Context: an optimization exercise on an open-source flow, tuned for small area and a short achievable clock period. The choices shown serve that exercise and are no tape-out recipe.
Only simulation tests tie the RTL to the original design; equivalence was not proved.
No activity file was given, so power comes from the tool's default toggle rates.

== v59 ==
==> flow/design.v (excerpt) <==
module wide_mult_result_serializer #(
  parameter int LATENCY = 7,
  parameter int DEPTH   = 8
) (
  input  logic         clock,
  input  logic         resetn,
  input  logic         start,
  input  logic [255:0] return_val,
  input  logic         clear,
  output logic [63:0]  out_data,
  output logic         out_valid,
  input  logic         out_ready,
  output logic         out_last,
  output logic [7:0]   out_tag,
  output logic [4:0]   fifo_count,
  output logic         overflow
);
  localparam int PW = $clog2(DEPTH);
  localparam int NW = 4 * DEPTH;
  logic [LATENCY-1:0] tracker;
  logic [LATENCY-1:0] tracker_next;
  logic               capture;
  logic               capture_next;
  logic [255:0]       mem_d [DEPTH];
  logic [7:0]         mem_t [DEPTH];
  logic [PW-1:0]      wr_ptr;
  logic [1:0]         beat;
  logic [7:0]         seq;
  logic [4:0]         count;
  logic               valid_r;
  logic               full_r;
  logic               multi_r;    
  logic [NW-1:0]      rsel;       
  logic [DEPTH-1:0]   we_r;       
  logic [63:0]        data_r;
  logic [7:0]         tag_r;
  ...
For scale: ~4400 cells after synthesis, roughly 2300 flip-flops, ~340 I/O pins, roughly 81000 um2 of cells after synthesis.
==> flow/config.mk <==
export PLATFORM = sky130hd
export DESIGN_NAME = wide_mult_result_serializer
export DESIGN_NICKNAME = wide_mult_result_serializer
export VERILOG_FILES = /design/flow/design.v
export SDC_FILE = /design/flow/constraint.sdc
export NUM_CORES = 4
export LEC_CHECK = 0
export CAP_MARGIN = 20
export CORE_MARGIN = 2
export CORE_UTILIZATION = 58
export CTS_CLUSTER_DIAMETER = 60
export CTS_CLUSTER_SIZE = 30
export SETUP_SLACK_MARGIN = 3.0
export SLEW_MARGIN = 20
==> flow/constraint.sdc <==
create_clock -name core_clock -period 5.5 [get_ports {clock}]
set_input_delay 1.1000 -clock core_clock [delete_from_list [all_inputs] [get_ports {clock}]]
set_output_delay 1.1000 -clock core_clock [all_outputs]
set_load 0.01 [all_outputs]
standard.sh (not shown) runs the stock make flow with config.mk's settings and CLKGATE_MAP_FILE= SYNTH_SCRIPT=/design/flow/synth_recipe.tcl, a recipe that flattens the netlist after the stock synthesis.
==> flow/flow/run.sh <==
#!/bin/bash
set -euo pipefail
export BUFFER_PORTS_ARGS="-buffer_cell sky130_fd_sc_hd__buf_1"
bash standard.sh > standard_flow.log 2>&1
Edits applied to the flow inputs when going from v59 to v6:
# v59
export LEC_CHECK = 0
export CAP_MARGIN = 20
export CORE_MARGIN = 2
export CORE_UTILIZATION = 58
export CTS_CLUSTER_DIAMETER = 60
export CTS_CLUSTER_SIZE = 30
export SETUP_SLACK_MARGIN = 3.0
export SLEW_MARGIN = 20
create_clock -name core_clock -period 5.5 [get_ports {clock}]
# v6
export LEC_CHECK = 0
export CAP_MARGIN = 20
export CORE_MARGIN = 2
export CORE_UTILIZATION = 52
export CTS_CLUSTER_DIAMETER = 60
export CTS_CLUSTER_SIZE = 30
export SETUP_SLACK_MARGIN = 3.1
export SLEW_MARGIN = 20
create_clock -name core_clock -period 5.5 [get_ports {clock}]
Results
- Having completed the whole flow, v6 delivered a layout that passed the timing, design-rule and antenna checks.
- The count of fill cells added during filler insertion of v6 is higher than that of v59.
- Instance area at placement delta (v59 -> v6): insignificant
- Cmp v6 vs v59: worst setup slack lower in v6
Input changes introduced in v52 (baseline for comparison: v6):
# v6
export LEC_CHECK = 0
export CAP_MARGIN = 20
export CORE_MARGIN = 2
export CORE_UTILIZATION = 52
export CTS_CLUSTER_DIAMETER = 60
export CTS_CLUSTER_SIZE = 30
export SETUP_SLACK_MARGIN = 3.1
export SLEW_MARGIN = 20
create_clock -name core_clock -period 5.5 [get_ports {clock}]
# v52
export LEC_CHECK = 0
export CAP_MARGIN = 20
export CORE_MARGIN = 2
export CORE_UTILIZATION = 45
export CTS_CLUSTER_DIAMETER = 60
export CTS_CLUSTER_SIZE = 30
export SETUP_SLACK_MARGIN = 2.8
export SLEW_MARGIN = 20
create_clock -name core_clock -period 5.5 [get_ports {clock}]
--- outcome ---
A launching element of the worst setup path of data_r[34]$_DFF_PN0_ is what v52 shows, while data_r[49]$_DFF_PN0_ belongs to v6. NOTE: shortest clock period the worst path allows after layout in v52 exceeds that of v6. From v52 to v6, total of hold buffers inserted after clock tree synthesis did not move at all. Taking v6 as the reference, in v52 sum of met2 wire segment lengths after detailed routing held, starting DRC count in detailed routing went down 6.5%, wire length went down 1.7%.
For v10, these inputs were changed with respect to v52:
# v52
export LEC_CHECK = 0
export CAP_MARGIN = 20
export CORE_MARGIN = 2
export CORE_UTILIZATION = 45
export CTS_CLUSTER_DIAMETER = 60
export CTS_CLUSTER_SIZE = 30
export SETUP_SLACK_MARGIN = 2.8
export SLEW_MARGIN = 20
create_clock -name core_clock -period 5.5 [get_ports {clock}]
# v10
export LEC_CHECK = 0
export CAP_MARGIN = 20
export CORE_MARGIN = 2
export CORE_UTILIZATION = 52
export CTS_CLUSTER_DIAMETER = 45
export CTS_CLUSTER_SIZE = 22
export SETUP_SLACK_MARGIN = 3.0
export SLEW_MARGIN = 20
create_clock -name core_clock -period 5.5 [get_ports {clock}]
-- flow/flow/run.sh --
<<< v52, line 4
>>> v10, line 4
export CTS_ARGS="-sink_clustering_enable -repair_clock_nets -sink_clustering_size 22 -sink_clustering_max_diameter 45 -sink_clustering_buffer sky130_fd_sc_hd__clkbuf_8 -buf_list sky130_fd_sc_hd__clkbuf_16"
### Flow results
NOTE: worst hold slack in v10 falls short of that of v52. As of v10, number of clock buffer instances in the layout had risen by more than a quarter compared to v52. Max number of global-route vias before repair across v52 and v10: v10.
Inputs modified between v10 and v32:
# v10
export LEC_CHECK = 0
export CAP_MARGIN = 20
export CORE_MARGIN = 2
export CORE_UTILIZATION = 52
export CTS_CLUSTER_DIAMETER = 45
export CTS_CLUSTER_SIZE = 22
export SETUP_SLACK_MARGIN = 3.0
export SLEW_MARGIN = 20
create_clock -name core_clock -period 5.5 [get_ports {clock}]
# v32
export LEC_CHECK = 0
export CAP_MARGIN = 20
export CORE_MARGIN = 2
export CORE_UTILIZATION = 45
export CTS_CLUSTER_DIAMETER = 60
export CTS_CLUSTER_SIZE = 30
export SETUP_SLACK_MARGIN = 3.0
export SLEW_MARGIN = 20
create_clock -name core_clock -period 5.5 [get_ports {clock}]
==> flow/flow/run.sh <==
#!/bin/bash
set -euo pipefail
export BUFFER_PORTS_ARGS="-buffer_cell sky130_fd_sc_hd__buf_1"
bash standard.sh > standard_flow.log 2>&1
### Flow results
v32 against v10: estimated wirelength of the detail-placed design rose 1.5%, post-placement worst setup slack lower, proportion of power drawn by the clock network now smaller, routed wire length climbed about 3.5%, via total after detailed routing now sits higher.
In v32, met2 wire length is higher than in v10.
Setup slack in v32 is smaller than in v10.
Final worst hold slack (higher): v10
Input-level comparison between v53 and v32:
# v32
export LEC_CHECK = 0
export CAP_MARGIN = 20
export CORE_MARGIN = 2
export CORE_UTILIZATION = 45
export CTS_CLUSTER_DIAMETER = 60
export CTS_CLUSTER_SIZE = 30
export SETUP_SLACK_MARGIN = 3.0
export SLEW_MARGIN = 20
create_clock -name core_clock -period 5.5 [get_ports {clock}]
# v53
export LEC_CHECK = 0
export CAP_MARGIN = 20
export CORE_MARGIN = 2
export CORE_UTILIZATION = 52
export CTS_CLUSTER_DIAMETER = 60
export CTS_CLUSTER_SIZE = 30
export PLACE_DENSITY = 0.7
export SETUP_SLACK_MARGIN = 3.0
export SLEW_MARGIN = 20
create_clock -name core_clock -period 5.5 [get_ports {clock}]
Results
No stage failed in v53, and the final checks on the layout all came back clean. Relative to v32, worst setup slack has gone down in v53. v32 → v53: count of instances resized after the clock tree is built lost 12; die area went down 13%. Relative area change from synthesis to final layout for v53 is lower than for v32. v53 vs. v32: proportion of cell area occupied by registers increased 0.67 points, max-cap check violation count stayed essentially flat, power density of the placed cells now sits lower. Against v32, v53 reports a instance count after placement with tap cells included that is lower. Final design area excluding fillers on v53 is ahead of v32.

-- static timing again, ports no longer ideal --
Ports are ideal in the flow. The routed layouts listed here were re-timed in OpenROAD. Step 1 sets driving cells, clkbuf_16 on the clock port and buf_2 on the other inputs (assumed; they add their load-dependent delay and slew). Step 2 also shifts input and output timing later by t, the mid clock arrival at the registers, as if the neighbouring blocks saw the same clock. Slacks: no drivers / after step 1 / after step 2; pairs: no drivers / after step 1.
run	t (ns)	setup WS [ns]	clock arrival spread, ns	cell pins on the clock port's net
v59	0.883	2.958 / 2.875 / 2.280	0.043 / 0.043	1
v6	0.868	2.953 / 2.874 / 2.591	0.038 / 0.038	1
v52	0.902	2.837 / 2.744 / 2.059	0.047 / 0.048	1
v10	0.892	2.922 / 2.840 / 2.588	0.052 / 0.052	1
v32	0.920	2.919 / 2.824 / 2.308	0.048 / 0.048	1
v53	0.881	2.905 / 2.820 / 2.240	0.057 / 0.057	1
After both steps every run listed still meets setup and hold. For v52, which loses most, drivers alone change the setup slack by -0.093 ns; drivers and shift together by -0.778 ns.
